This design comes from an exercise in tuning for small area on the open sky130 flow, not from production work. Where RTL was checked, it was by simulation tests only, not by an equivalence proof against the original. No activity file was given, so power comes from the tool's default toggle rates.

==> 06-17: inputs <==
Design ooo_core, start of the top module:
module ooo_core
(
    input  logic        clk_in,
    input  logic        rst_in,
    input  logic        rdy_in,         
    input  logic        issue_valid,
    input  logic        issue_use_imm,
    input  logic [3:0]  issue_op,
    input  logic [4:0]  issue_rs1,
    input  logic [4:0]  issue_rs2,
    input  logic [4:0]  issue_rd,
    input  logic [31:0] issue_imm,
    output logic        issue_ready,
    output logic        commit_valid,
    output logic [4:0]  commit_rd,
    output logic [31:0] commit_value
);
    localparam logic [2:0] S_IDLE   = 3'd0;    
    localparam logic [2:0] S_LOAD   = 3'd1;    
    localparam logic [2:0] S_EXEC   = 3'd2;    
    localparam logic [2:0] S_ROT    = 3'd3;    
    localparam logic [2:0] S_WB     = 3'd4;    
    localparam logic [2:0] S_COMMIT = 3'd5;    
    logic [2:0]  state;
    logic [4:0]  t;           
    logic [2:0]  slot;        
    logic [2:0]  slot0;       
    logic        clr;         
    logic [31:0] res;
    logic        carry;
  ...
==> module ooo_core, before the edit <==
module ooo_core
(
    input  logic        clk_in,
    input  logic        rst_in,
    input  logic        rdy_in,         
    input  logic        issue_valid,
    input  logic        issue_use_imm,
    input  logic [3:0]  issue_op,
    input  logic [4:0]  issue_rs1,
    input  logic [4:0]  issue_rs2,
    input  logic [4:0]  issue_rd,
    input  logic [31:0] issue_imm,
    output logic        issue_ready,
    output logic        commit_valid,
    output logic [4:0]  commit_rd,
    output logic [31:0] commit_value
);
    localparam logic [2:0] S_IDLE   = 3'd0;    
    localparam logic [2:0] S_LOAD   = 3'd1;    
    localparam logic [2:0] S_EXEC   = 3'd2;    
    localparam logic [2:0] S_ROT    = 3'd3;    
    localparam logic [2:0] S_WB     = 3'd4;    
    localparam logic [2:0] S_COMMIT = 3'd5;    
    logic [2:0]  state;
    logic [4:0]  t;           
    logic [2:0]  slot;        
    logic [2:0]  slot0;       
    logic        clr;         
    logic [31:0] res;
    logic        carry;
    logic [4:0]  shamt;
    logic [255:0] ring1, ring2, ring3;
    logic [223:0] ring0;
    logic [3:0]   tap;
    logic        last;
    logic        first;
    logic [4:0]  sel;         
    logic        hit;         
    logic        rbit;
    logic        bbit;
    logic        abit;
    logic        op_sub, op_sll, op_slt, op_sltu, op_xor, op_srl, op_sra, op_or, op_and;
    logic        op_shift, op_srx, op_cmp;
    logic        cin, bx, sum, cout, lt;
    logic        alu_bit;
    logic        cmp;
    logic        cmp_n;
    logic [4:0]  cmp_s;
    logic        hold_res;
    logic        res_in;
    logic        wdata;
    logic        wr;
    logic        accept;
    assign last  = (t == 5'd31);
    assign first = (t == 5'd0);
    assign op_sub   = (issue_op == 4'd1);
    assign op_sll   = (issue_op == 4'd2);
    assign op_slt   = (issue_op == 4'd3);
    assign op_sltu  = (issue_op == 4'd4);
    assign op_xor   = (issue_op == 4'd5);
    assign op_srl   = (issue_op == 4'd6);
    assign op_sra   = (issue_op == 4'd7);
    assign op_or    = (issue_op == 4'd8);
    assign op_and   = (issue_op == 4'd9);
    assign op_srx   = op_srl | op_sra;
    assign op_shift = op_sll | op_srx;
    assign op_cmp   = op_slt | op_sltu;
    always_comb
    begin
        case (state)
            S_LOAD:  sel = issue_rs1;
            S_EXEC:  sel = issue_rs2;
            default: sel = issue_rd;
        endcase
    end
    assign hit  = (sel == 5'd0) ||
                  ((sel[4:3] == 2'd0) ? (slot0 == sel[2:0]) : (slot == sel[2:0])) ||
                  ((state == S_EXEC) && issue_use_imm);
    assign tap  = {ring3[0], ring2[0], ring1[0], ring0[0]};
    assign rbit = !clr && (sel != 5'd0) && tap[sel[4:3]];
    assign wr   = (state == S_WB) && hit && (sel != 5'd0);
    always_ff @(posedge clk_in)
    begin
        ring0 <= {(wr && (sel[4:3] == 2'd0)) ? wdata : (!clr && ring0[0]), ring0[223:1]};
        ring1 <= {(wr && (sel[4:3] == 2'd1)) ? wdata : (!clr && ring1[0]), ring1[255:1]};
        ring2 <= {(wr && (sel[4:3] == 2'd2)) ? wdata : (!clr && ring2[0]), ring2[255:1]};
        ring3 <= {(wr && (sel[4:3] == 2'd3)) ? wdata : (!clr && ring3[0]), ring3[255:1]};
    end
    assign abit = res[0];
    assign bbit = issue_use_imm ? issue_imm[t] : rbit;
    assign bx   = bbit ^ (op_sub | op_cmp);
    assign cin  = first ? (op_sub | op_cmp) : carry;
    assign sum  = abit ^ bx ^ cin;
    assign cout = (abit & bx) | (abit & cin) | (bx & cin);
    assign lt   = ~cout ^ (op_slt & (abit ^ bbit));    
    always_comb
    begin
        if (op_xor)        alu_bit = abit ^ bbit;
        else if (op_or)    alu_bit = abit | bbit;
        else if (op_and)   alu_bit = abit & bbit;
        else if (op_cmp)   alu_bit = last & lt;         
        else if (op_shift) alu_bit = abit;
        else               alu_bit = sum;
    end
    assign {cmp_n, cmp_s} = {1'b0, t} + {1'b0, op_srx ? shamt : ~shamt} + {5'd0, ~op_srx};
    assign cmp      = ~cmp_n;
    assign hold_res = (state == S_COMMIT) || ((state == S_ROT) && cmp) ||
                      (((state == S_LOAD) || (state == S_EXEC) || (state == S_WB)) && !hit);
    always_comb
    begin
        if (op_srx)            wdata = (state == S_ROT) ? (op_sra & res[31]) : abit;
        else if (op_sll)       wdata = !cmp && abit;
        else if (op_cmp)       wdata = first & res[31];     
        else                   wdata = abit;
    end
    always_comb
    begin
        if (state == S_LOAD)       res_in = rbit;       
        else if (state == S_EXEC)  res_in = alu_bit;
        else                       res_in = wdata;
    end
    assign issue_ready  = (state == S_COMMIT);
    assign accept       = issue_ready && issue_valid && rdy_in;
    assign commit_valid = accept;
    assign commit_rd    = issue_rd;
    assign commit_value = res;
    always_ff @(posedge clk_in)
    begin
        if (!hold_res)
        begin
            res <= {res_in, res[31:1]};
        end
        carry <= cout;    
        if ((state == S_EXEC) && hit && (t < 5'd5))
        begin
            shamt <= {bbit, shamt[4:1]};
        end
    end
    always_ff @(posedge clk_in)
    begin
        if (rst_in)
        begin
            t     <= '0;
            slot  <= '0;
            slot0 <= 3'd1;
            clr   <= 1'b1;
            state <= S_IDLE;
        end
        else
        begin
            t <= t + 5'd1;
            if (last)
            begin
                slot  <= slot + 3'd1;
                slot0 <= {slot0[1:0], slot0[2] ^ slot0[1]};    
                if (slot == 3'd7)
                begin
                    clr <= 1'b0;    
                end
            end
            case (state)
                S_IDLE:   if (last && issue_valid) state <= S_LOAD;
                S_LOAD:   if (last && hit) state <= S_EXEC;
                S_EXEC:   if (last && hit) state <= op_shift ? S_ROT : S_WB;
                S_ROT:    if (last) state <= S_WB;
                S_WB:     if (last && hit) state <= S_COMMIT;
                S_COMMIT: if (accept) state <= S_IDLE;
                default:  state <= S_IDLE;
            endcase
        end
    end
endmodule
export LEC_CHECK = 0
export CAP_MARGIN = 0
export CORE_MARGIN = 2
export CORE_UTILIZATION = 60
export SLEW_MARGIN = 0
create_clock -name core_clock -period 10.0 [get_ports {clk_in}]
standard.sh (not shown) runs the stock make flow with config.mk's settings and CLKGATE_MAP_FILE= SYNTH_SCRIPT=/design/flow/synth_recipe.tcl, a recipe that flattens the netlist after the stock synthesis.
==> flow/flow/run.sh <==
#!/bin/bash
# Standard layout, with two changes: the port buffers are the smallest
# buffer cell, and clock tree synthesis adds no dummy loads. Every tool's
# output is kept in a log file in the work folder.
set -euo pipefail
cd "$(dirname "${BASH_SOURCE[0]}")/.."
export BUFFER_PORTS_ARGS="-buffer_cell sky130_fd_sc_hd__buf_1"
export CTS_ARGS="-sink_clustering_enable -repair_clock_nets -dont_use_dummy_load -buf_list sky130_fd_sc_hd__clkbuf_8 -sink_clustering_size 23 -sink_clustering_max_diameter 60"
bash standard.sh > standard.log 2>&1
==> 05-05: changes against 06-17 <==
==> flow/design.v (replaced) <==
`timescale 1ns/10ps
module ooo_core
(
    input  logic        clk_in,
    input  logic        rst_in,
    input  logic        rdy_in,         
    input  logic        issue_valid,
    input  logic        issue_use_imm,
    input  logic [3:0]  issue_op,
    input  logic [4:0]  issue_rs1,
    input  logic [4:0]  issue_rs2,
    input  logic [4:0]  issue_rd,
    input  logic [31:0] issue_imm,
    output logic        issue_ready,
    output logic        commit_valid,
    output logic [4:0]  commit_rd,
    output logic [31:0] commit_value
);
    localparam logic [2:0] S_CLEAR  = 3'd0;    
    localparam logic [2:0] S_IDLE   = 3'd1;    
    localparam logic [2:0] S_LOAD   = 3'd2;    
    localparam logic [2:0] S_EXEC   = 3'd3;    
    localparam logic [2:0] S_ROT    = 3'd4;    
    localparam logic [2:0] S_WB     = 3'd5;    
    localparam logic [2:0] S_COMMIT = 3'd6;    
    logic [2:0]  state;
    logic [4:0]  t;
    logic [31:0] res;
    logic        carry;
    logic [4:0]  shamt;
    logic        last;        
    logic        first;       
    logic        rbit;        
    logic        bbit;        
    logic        abit;
    logic        op_sub, op_sll, op_slt, op_sltu, op_xor, op_srl, op_sra, op_or, op_and;
    logic        op_shift, op_srx, op_cmp;
    logic        cin, bx, sum, cout, lt;
    logic        alu_bit;
    logic        cmp;         
    logic        hold_res;
    logic        res_in;
    logic        wdata;
    logic        wen;
    logic        clr;
    logic        accept;
    logic [31:0] col;         
    logic [4:0]  rsel;
    assign last  = (t == 5'd31);
    assign first = (t == 5'd0);
    assign op_sub   = (issue_op == 4'd1);
    assign op_sll   = (issue_op == 4'd2);
    assign op_slt   = (issue_op == 4'd3);
    assign op_sltu  = (issue_op == 4'd4);
    assign op_xor   = (issue_op == 4'd5);
    assign op_srl   = (issue_op == 4'd6);
    assign op_sra   = (issue_op == 4'd7);
    assign op_or    = (issue_op == 4'd8);
    assign op_and   = (issue_op == 4'd9);
    assign op_srx   = op_srl | op_sra;
    assign op_shift = op_sll | op_srx;
    assign op_cmp   = op_slt | op_sltu;
    assign col[0] = 1'b0;
    assign rsel   = (state == S_LOAD) ? issue_rs1 : issue_rs2;
    assign rbit   = col[rsel];
    assign clr    = (state == S_CLEAR);
    assign wen    = (state == S_WB);
    genvar gi;
    generate
        for (gi = 1; gi < 32; gi++)
        begin : g_reg
            logic [31:0] r;
            assign col[gi] = r[0];
            always_ff @(posedge clk_in)
            begin
                r <= {((wen && (issue_rd == gi)) || clr) ? wdata : r[0], r[31:1]};
            end
        end
    endgenerate
    assign abit = res[0];
    assign bbit = issue_use_imm ? issue_imm[t] : rbit;
    assign bx   = bbit ^ (op_sub | op_cmp);
    assign cin  = first ? (op_sub | op_cmp) : carry;
    assign sum  = abit ^ bx ^ cin;
    assign cout = (abit & bx) | (abit & cin) | (bx & cin);
    assign lt   = ~cout ^ (op_slt & (abit ^ bbit));
    always_comb
    begin
        if (op_xor)        alu_bit = abit ^ bbit;
        else if (op_or)    alu_bit = abit | bbit;
        else if (op_and)   alu_bit = abit & bbit;
        else if (op_cmp)   alu_bit = 1'b0;
        else if (op_shift) alu_bit = abit;
        else               alu_bit = sum;
    end
    assign cmp      = ((op_srx ? ~t : t) < shamt);
    assign hold_res = (state == S_COMMIT) || ((state == S_ROT) && (cmp ^ op_srx));
    always_comb
    begin
        if (op_shift && cmp)           wdata = op_sra & res[31];    
        else if (op_cmp && first)      wdata = carry;               
        else                           wdata = abit;
        if (clr)                       wdata = 1'b0;
    end
    always_comb
    begin
        case (state)
            S_LOAD:  res_in = rbit;
            S_EXEC:  res_in = alu_bit;
            default: res_in = wdata;
        endcase
    end
    assign issue_ready  = (state == S_COMMIT);
    assign accept       = issue_ready && issue_valid && rdy_in;
    assign commit_valid = accept;
    assign commit_rd    = issue_rd;
    assign commit_value = res;
    always_ff @(posedge clk_in)
    begin
        if (!hold_res)
        begin
            res <= {res_in, res[31:1]};
        end
        if (state == S_EXEC)
        begin
            carry <= (last && op_cmp) ? lt : cout;
            if (t < 5'd5)
            begin
                shamt <= {bbit, shamt[4:1]};
            end
        end
    end
    always_ff @(posedge clk_in)
    begin
        if (rst_in)
        begin
            t     <= '0;
            state <= S_CLEAR;
        end
        else
        begin
            t <= t + 5'd1;
            case (state)
                S_CLEAR:  if (last) state <= S_IDLE;
                S_IDLE:   if (last && issue_valid) state <= S_LOAD;
                S_LOAD:   if (last) state <= S_EXEC;
                S_EXEC:   if (last) state <= op_shift ? S_ROT : S_WB;
                S_ROT:    if (last) state <= S_WB;
                S_WB:     if (last) state <= S_COMMIT;
                S_COMMIT: if (accept) state <= S_IDLE;
                default:  state <= S_IDLE;
            endcase
        end
    end
endmodule
==> flow/run.sh (new file) <==
#!/bin/bash
# synth_recipe.tcl (not shown) runs the flow's synth.tcl, then flattens the netlist and writes it again
# the make line also repeats each setting of config.mk as NAME=value (left out here)
make -C /OpenROAD-flow-scripts/flow DESIGN_CONFIG=/design/flow/config.mk WORK_HOME=/design/flow/orfs CLKGATE_MAP_FILE= SYNTH_SCRIPT=/design/flow/synth_recipe.tcl finish
- CAP_MARGIN: 0 -> 20
- CORE_UTILIZATION: 60 -> 40
- SLEW_MARGIN: 0 -> 20
removed: flow/flow/run.sh
removed: flow/standard.sh
==> 10-03: changes against 06-17 <==
--- a/flow/design.v
+++ b/flow/design.v
@@ -46,6 +46,4 @@
     logic        alu_bit;
     logic        cmp;
-    logic        cmp_n;
-    logic [4:0]  cmp_s;
     logic        hold_res;
     logic        res_in;
@@ -104,12 +102,9 @@
         else               alu_bit = sum;
     end
-    assign {cmp_n, cmp_s} = {1'b0, t} + {1'b0, op_srx ? shamt : ~shamt} + {5'd0, ~op_srx};
-    assign cmp      = ~cmp_n;
-    assign hold_res = (state == S_COMMIT) || ((state == S_ROT) && cmp) ||
-                      (((state == S_LOAD) || (state == S_EXEC) || (state == S_WB)) && !hit);
+    assign cmp      = ((op_srx ? ~t : t) < shamt);
+    assign hold_res = (state == S_COMMIT) || ((state == S_ROT) && (cmp ^ op_srx));
     always_comb
     begin
-        if (op_srx)            wdata = (state == S_ROT) ? (op_sra & res[31]) : abit;
-        else if (op_sll)       wdata = !cmp && abit;
+        if (op_shift && cmp)   wdata = op_sra & res[31];    
         else if (op_cmp)       wdata = first & res[31];     
         else                   wdata = abit;
@@ -117,5 +112,6 @@
     always_comb
     begin
-        if (state == S_LOAD)       res_in = rbit;       
+        if (!hit)                  res_in = abit;       
+        else if (state == S_LOAD)  res_in = rbit;
         else if (state == S_EXEC)  res_in = alu_bit;
         else                       res_in = wdata;
==> qor summary <==
|  | 10-03 | 06-17 | 05-05 |
|---|---|---|---|
| Outcome | complete, no violations | complete, no violations | complete, no violations |
| Clock-pin slew on the worst setup and hold paths | 0.12 ns | 0.11 ns | 0.06 ns |
| Met3 routed WL | 1.20 mm | 966 um | 2.37 mm |
| Area of the placeable core | 0.0378 sq mm | 0.0378 sq mm | 0.0579 sq mm |
| Routed vias | 8369 | 8565 | 9844 |
| Cell chosen for the clock root | sky130_fd_sc_hd__clkbuf_8 | sky130_fd_sc_hd__clkbuf_8 | sky130_fd_sc_hd__clkbuf_16 |
| Die boundary width | 200 um | 200 um | 247 um |
| WL met1 | 14.3 mm | 14.0 mm | 15.9 mm |
| Power Internal | 4.69 mW | 4.83 mW | 6.30 mW |
| Cell repeated most along the worst path | sky130_fd_sc_hd__o32ai_1 | sky130_fd_sc_hd__nand2_1 | sky130_fd_sc_hd__clkdlybuf4s50_1 |
| Proportion of power drawn by flip-flops and latches | 72.4% | 71.5% | 53.4% |
| DR WL/cell | 12.9 um | 12.7 um | 13.1 um |
| Multi-input logic area | 0.00166 sq mm | 0.00166 sq mm | 0.00217 sq mm |
| Mapped Nets | 1343 | 1363 | 1467 |
| Tap Cells | 511 | 511 | 765 |
| FF-to-FF path depth | 12 | 11 | 12 |
| Placed cell area | 0.0240 sq mm | 0.0240 sq mm | 0.0253 sq mm |
| Clock Power Share | 26.6% | 25.1% | 45.6% |
| Post-layout instance area | 0.0247 sq mm | 0.0247 sq mm | 0.0285 sq mm |
| Multi-input combinational cell count | 198 | 215 | 316 |
| Avg Vias per Cell | 4.38 | 4.44 | 4.11 |
No functional check of the RTL was part of 06-17 and 10-03.

separate check: timing with driven ports:
The flow's constraints put no driver on any port. The routed layouts listed below were extracted and timed again, unchanged, in two steps. Step 1: set_driving_cell puts a clkbuf_16 on clk_in and a buf_2 on each other input, an assumption about the parent block. Step 2, shift: input delay + t, output delay - t, t = (earliest + latest rising clock arrival at the registers) / 2. This alone moves slack from input paths to output paths. Slacks: no drivers / after step 1 / after step 2; pairs: no drivers / after step 1.
| run | t (ns) | slack for setup (ns) | clock arrival spread, ns | pins driven straight from the clock port |
|---|---|---|---|---|
| 06-17 | 0.669 | 5.303 / 5.315 / 4.646 | 0.061 / 0.062 | 1 |
| 05-05 | 0.670 | 4.537 / 4.489 / 3.994 | 0.027 / 0.026 | 1 |
| 10-03 | 0.661 | 4.893 / 4.919 / 4.257 | 0.097 / 0.097 | 1 |
After both steps every run listed still meets setup and hold. The setup slack of 06-17, which loses most, moves by +0.012 ns with the drivers and by -0.657 ns with both steps.
